This is an optimization exercise on Yosys and OpenROAD, whose aim is small area, not a production implementation. In this exercise RTL edits were held to simulation tests only and were not proved equivalent to the original. No activity file was given, so power comes from the tool's default toggle rates.

## flow/constraint.sdc

```tcl
create_clock -name core_clock -period 7.0 [get_ports {clk}]
set_input_delay 1.4000 -clock core_clock [delete_from_list [all_inputs] [get_ports {clk}]]
set_output_delay 1.4000 -clock core_clock [all_outputs]
set_load 0.01 [all_outputs]
```

## flow/run.sh

```bash
#!/bin/bash
# synth_recipe.tcl (not shown) runs the flow's synth.tcl, then flattens the netlist and writes it again
# the make line also repeats each setting of config.mk as NAME=value (left out here)
make -C /OpenROAD-flow-scripts/flow DESIGN_CONFIG=/design/flow/config.mk WORK_HOME=/design/flow/orfs CLKGATE_MAP_FILE= SYNTH_SCRIPT=/design/flow/synth_recipe.tcl finish
```

## flow/config.mk

```make
export PLATFORM = sky130hd
export DESIGN_NAME = reg_file_mp
export DESIGN_NICKNAME = reg_file_mp
export VERILOG_FILES = /design/flow/design.v
export SDC_FILE = /design/flow/constraint.sdc
export NUM_CORES = 8
export LEC_CHECK = 0
export CAP_MARGIN = 20
export CORE_MARGIN = 2
export CORE_UTILIZATION = 40
export SLEW_MARGIN = 20
```

## flow/design.v

```verilog
`default_nettype none
package rv_pkg;
    localparam int XLEN   = 32;
    localparam int NREGS  = 32;
    localparam int REG_AW = $clog2(NREGS);
    localparam logic [REG_AW-1:0] ZERO_REG = '0;
endpackage
`default_nettype wire
`default_nettype none
module rf_scoreboard #(
    parameter int NREGS = 32,
    parameter int NWR   = 2,
    parameter int AW    = $clog2(NREGS)
) (
    input  logic              clk,
    input  logic              rstn,
    input  logic [NWR-1:0]    wr_en,
    input  logic [NWR*AW-1:0] wr_addr,
    input  logic              flush,
    input  logic              alloc_en,
    input  logic [AW-1:0]     alloc_addr,
    output logic [NREGS-1:0]  busy,
    output logic [AW:0]       busy_cnt
);
    localparam logic [AW-1:0] ZERO_ADDR = AW'(rv_pkg::ZERO_REG);
    localparam logic [AW:0]   ONE       = (AW+1)'(1);
    logic              alloc_ok;
    logic [NREGS-1:0]  busy_nxt;
    logic [AW:0]       inc;
    logic [AW:0]       dec;
    logic [AW:0]       cnt_nxt;
    always_comb begin
        logic [AW-1:0] addr;
        logic          dup;
        alloc_ok = alloc_en && (alloc_addr != ZERO_ADDR);
        busy_nxt = busy;
        inc      = '0;
        dec      = '0;
        addr     = '0;
        dup      = 1'b0;
        for (int k = 0; k < NWR; k++) begin
            addr = wr_addr[k*AW +: AW];
            if (wr_en[k] && (addr != ZERO_ADDR)) begin
                busy_nxt[addr] = 1'b0;
                dup = 1'b0;
                for (int j = k + 1; j < NWR; j++) begin
                    if (wr_en[j] && (wr_addr[j*AW +: AW] == addr)) begin
                        dup = 1'b1;
                    end
                end
                if (busy[addr] && !dup && !(alloc_ok && (alloc_addr == addr))) begin
                    dec = dec + ONE;
                end
            end
        end
        if (alloc_ok) begin
            if (!busy[alloc_addr]) begin
                inc = ONE;
            end
            busy_nxt[alloc_addr] = 1'b1;
        end
        if (flush) begin
            busy_nxt = '0;
        end
        cnt_nxt = flush ? '0 : (busy_cnt + inc - dec);
    end
    always_ff @(posedge clk or negedge rstn) begin
        if (!rstn) begin
            busy     <= '0;
            busy_cnt <= '0;
        end else begin
            busy     <= busy_nxt;
            busy_cnt <= cnt_nxt;
        end
    end
endmodule
`default_nettype wire
`default_nettype none
module reg_file_mp #(
    parameter int XLEN  = 32,
    parameter int NREGS = 32,
    parameter int NRD   = 2,
    parameter int NWR   = 2,
    parameter int AW    = $clog2(NREGS)
) (
    input  logic                clk,
    input  logic                rstn,
    input  logic [NWR-1:0]      wr_en,
    input  logic [NWR*AW-1:0]   wr_addr,
    input  logic [NWR*XLEN-1:0] wr_data,
    input  logic [NRD-1:0]      rd_en,
    input  logic [NRD*AW-1:0]   rd_addr,
    output logic [NRD*XLEN-1:0] rd_data,
    output logic [NRD-1:0]      rd_busy,
    input  logic                alloc_en,
    input  logic [AW-1:0]       alloc_addr,
    output logic [AW:0]         busy_cnt,
    input  logic                flush
);
    localparam logic [AW-1:0] ZERO_ADDR = AW'(rv_pkg::ZERO_REG);
    logic [XLEN-1:0]  regs [NREGS];
    logic [NREGS-1:0] busy;
    rf_scoreboard #(
        .NREGS (NREGS),
        .NWR   (NWR),
        .AW    (AW)
    ) u_scoreboard (
        .clk        (clk),
        .rstn       (rstn),
        .wr_en      (wr_en),
        .wr_addr    (wr_addr),
        .flush      (flush),
        .alloc_en   (alloc_en),
        .alloc_addr (alloc_addr),
        .busy       (busy),
        .busy_cnt   (busy_cnt)
    );
    always_ff @(posedge clk or negedge rstn) begin
        if (!rstn) begin
            for (int i = 0; i < NREGS; i++) begin
                regs[i] <= '0;
            end
        end else begin
            for (int k = 0; k < NWR; k++) begin
                if (wr_en[k] && (wr_addr[k*AW +: AW] != ZERO_ADDR)) begin
                    regs[wr_addr[k*AW +: AW]] <= wr_data[k*XLEN +: XLEN];
                end
            end
        end
    end
    for (genvar p = 0; p < NRD; p++) begin : g_rd
        logic [AW-1:0]   addr;
        logic [XLEN-1:0] data;
        logic            bsy;
        assign addr = rd_addr[p*AW +: AW];
        always_comb begin
            data = (addr == ZERO_ADDR) ? '0 : regs[addr];
            bsy  = busy[addr];
        end
        assign rd_data[p*XLEN +: XLEN] = (rstn && rd_en[p]) ? data : '0;
        assign rd_busy[p]              = rstn && rd_en[p] && bsy;
    end
endmodule
`default_nettype wire
```

==> results.yml <==
drt:
  num_vias: 65250
  drt-wirelength-per-cell_um: 40.97
  dr.pass1.iters: 13
  drtAntennaViolNets: 0
  wirelength_um: 368200
  dr.first_iter.drc_count: 13450
  drc: 0
  vias_per_cell: 7.260
critical_path:
  critPathArrivalTime_ns: 5.28
  regToRegStartpoint: "u_scoreboard.busy[17]$_DFF_PN0_"
  reg2regPathDepth: 16
  cp-start-kind: "input port"
  slowest_delay_ns: 0.72
  crit_path_frequent_cell: "buf_4"
  slowest_stage: "nor2_4"
  r2r_slack_ns: 3.19
  crit_family: "buffers and inverters"
  endpoint_kind: "output pin"
  critical_path_buf_inv_count: 4
  critical_path_class: "in -> out"
  r2r-end: "u_scoreboard.busy_cnt[4]$_DFF_PN0_"
  worstPathCellList: "buf_2, buf_4, nand3b_2, nor2_4, buf_4, a222oi_1, nand3_1, nor2_1, a21oi_1, clkdlybuf4s50_1"
  cp_max_fo: 28
  cp.required_ns: 5.60
floorplan:
  io_pins: 169
  rows: 145
  die_w_um: 400.2
  core_area_mm2: 0.1560
  start_util: 0.4025
  fp.dieH_um: 400.2
  dieArea_mm2: 0.1602
synthesis:
  yosys.area.top_type_share: 0.4104
  synth_most_common_cell: "dfrtp_1"
  ys_seq_area_frac: 0.4104
  syn_nets: 7072
  ys_seq_elements: 1030
  synth_flop_cell: "dfrtp_1"
  synth_common_cells: "dfrtp_1, mux2i_1, a22oi_1"
  avgSynthCellArea_um2: 9.036
  synthArstFlopShare: 1.000
  yosys-top-cells-area: "dfrtp_1, mux2i_1, a22oi_1, a21oi_1, nor2_1"
  yosysWarnings: 3
  netlist_instances: 6950
  yosys.cell_types.count: 81
  yosysTopAreaCell: "dfrtp_1"
  synth_edf_count: 0
  synth_area_mm2: 0.06280
worst_hold_path:
  holdCritPathClass: "in -> async"
timing:
  setup_violations: 0
  max_freq_mhz: 149.7
  slew_viol_final: 0
  worst_pin_slew_ns: 1.328
  fin_crit_ns: 6.682
  rsz0062_at_grt: "false"
  slew_headroom: 0.1146
  fin_setup_tns_ns: 0
  clock_skew_ns: 0.01116
  hold_viol_final: 0
  fin_crit_sh: 0.9545
finish:
  syn_to_final_growth_pct: 14.00
  finish.instance_area_mm2: 0.07159
  nFillCells: 14970
  multi_input_area_mm2: 0.03433
  num-nets-final: 6929
  drive_above_1_share: 0.1091
  seqCellArea_mm2: 0.02577
global_routing:
  grt_max_degree: 144
  grt_pass1_wl_um: 499000
  grt_use_total: 0.4423
  grt_remaining_overflow: 0
  antenna_found_initial: 33
  first_global_vias: 59700
clock_tree:
  htreeDepth: 3
  holdBufCountCts: 0
  clk_pin_slew_worst_paths_ns: 0.06
  clockBufferDepth: 3
  ctsResizeCount: 0
  numCtsBuffers: 119
  cts_root_buf: "clkbuf_16"
  clock-sinks: 1030
  cts_setup_buffers: 0
  insertion_delay_ns: 0.81
  cts_tree: "built"
placed_design:
  routabilityCongestion: 1.046
  dp_hpwl_um: 219500
  io_buffers: 168
  placed_area_mm2: 0.06742
power_and_ir_drop:
  ir_drop_uv: 237.9
  powerDensity_mw_per_mm2: 274.8
  p_leak_nw: 29.77
run:
  maxCapViolCount: 0
outcome:
  status: "timing/DRC/antenna clean"
[cell families (layout without fill, tap and decap cells)]
kind of cell | Yosys count | count (layout) | synth area share
other | 0 | 22 | 0
flip-flops | 1030 | 1030 | 0.4104
AND/OR/NAND/NOR | 1844 | 1844 | 0.1279
multiplexers | 1062 | 1062 | 0.1782
buffers and inverters | 780 | 738 | 0.05776
adder cells (fa/ha/maj) | 25 | 25 | 0.005100
AO/OA/AOI/OAI | 2179 | 2179 | 0.2165
XOR/XNOR | 30 | 30 | 0.004184
[where the power goes]
part / switching, W / internal (W) / total [W]
sequential: 0.00187 / 0.00753 / 0.00940
combinational: 0.00201 / 0.00151 / 0.00352
clock: 0.00287 / 0.00388 / 0.00675
[worst max-delay path by stage]
stage / from / end / cells after the start
global route: rd_addr[6] / rd_data[47] / 10
floorplan: wr_addr[0] / u_scoreboard.busy_cnt[4]$_DFF_PN0_ / 23
CTS: rd_addr[6] / rd_data[47] / 10
detailed placement: rd_addr[6] / rd_data[47] / 10
global placement: rd_addr[6] / rd_data[47] / 10
finish: rd_addr[6] / rd_data[47] / 10
[flip-flops by register name, summed over array words and instances, names as in the netlist]
signal                 count
u_scoreboard.busy_cnt      6
u_scoreboard.busy         32
regs                     992
[worst register-to-register path, stage by stage (launching register included)]
cell      delay, ns
dfrtp_1        0.50
mux4_2         0.51
a22o_1         0.25
a211oi_1       0.39
nor2_1         0.10
ha_1           0.28
nand2_1        0.05
o31ai_1        0.07
ha_1           0.30
inv_1          0.04
ha_1           0.21
fa_1           0.46
a21oi_1        0.15
nor2_1         0.05
nor2_1         0.11
xor2_1         0.15
nor2_1         0.05
[stage by stage]
stage	worst slack [ns]	utilization	instances	total power [W]	hold slack [ns]
6_report	0.3183	0.4589	8988	0.01967	0.4494
5_1_grt	0.3849	0.4586	8970	0.02019	0.4545
4_1_cts	0.5849	0.4585	8963	0.01933	0.4475
3_5_place_dp	0.5812	0.4321	8741	0.01271	0.5899
3_3_place_gp	0.6931	0.4324	8740	0.01258	0.5774
2_1_floorplan	1.879	-	6950	0.01091	0.5442
[area by class of cell]
class,instances,area share
Sequential cell,1030,0.3600
Clock buffer,182,0.04997
Antenna cell,22,0.0007690
Clock inverter,40,0.007567
Tap cell,2058,0.03597
Timing Repair Buffer,494,0.06508
Multi-Input combinational cell,5140,0.4795
Inverter,22,0.001153
[cell usage in the layout, fill, tap and decap left out, drive strengths merged, types with 22 or more instances in the layout]
cell type / synthesis / routed
buf: 329 / 369
clkbuf: 429 / 182
nand2: 614 / 614
nand3: 84 / 84
a222oi: 34 / 34
a21oi: 730 / 730
mux4: 44 / 44
nor4: 29 / 29
a22oi: 811 / 811
nor2: 809 / 809
nor3: 71 / 71
mux2i: 1015 / 1015
o21ai: 459 / 459
nand4: 120 / 120
a32oi: 23 / 23
clkdlybuf4s50: 0 / 125
a22o: 26 / 26
inv: 21 / 23
ha: 24 / 24
dfrtp: 1030 / 1030
diode: 0 / 22
[per-layer routing]
layer  vias to the layer above  track usage  part of all wire
met5                         -      0.01603           0.00098
met3                      2212       0.2183              0.17
met1                     31110       0.5478              0.35
met2                      6742       0.5893              0.38
li1                      25160            -                 -
met4                        30       0.3147             0.095

afterwards: timing with drivers on the ports:
How much do the figures lean on ideal ports? The routed layout below was timed once more, with nothing changed but the port constraints. Step 1 assumes that a clkbuf_16 drives the clock port and a buf_2 every other input. Step 2 times the ports against the registers' clock, not the clock port: input delays grow and output delays shrink by t, the midpoint of the rising clock arrivals with the driver on. a / b / c = ideal / step 1 / step 2; a / b = the first two.
shift t [ns]: 0.877
setup slack, ns: 0.318 / 0.296 / 0.296
worst slew at a driven data input, ns: 0.23
After both steps this run still meets setup and hold. For this run, drivers alone change the setup slack by -0.022 ns; drivers and shift together by -0.022 ns.
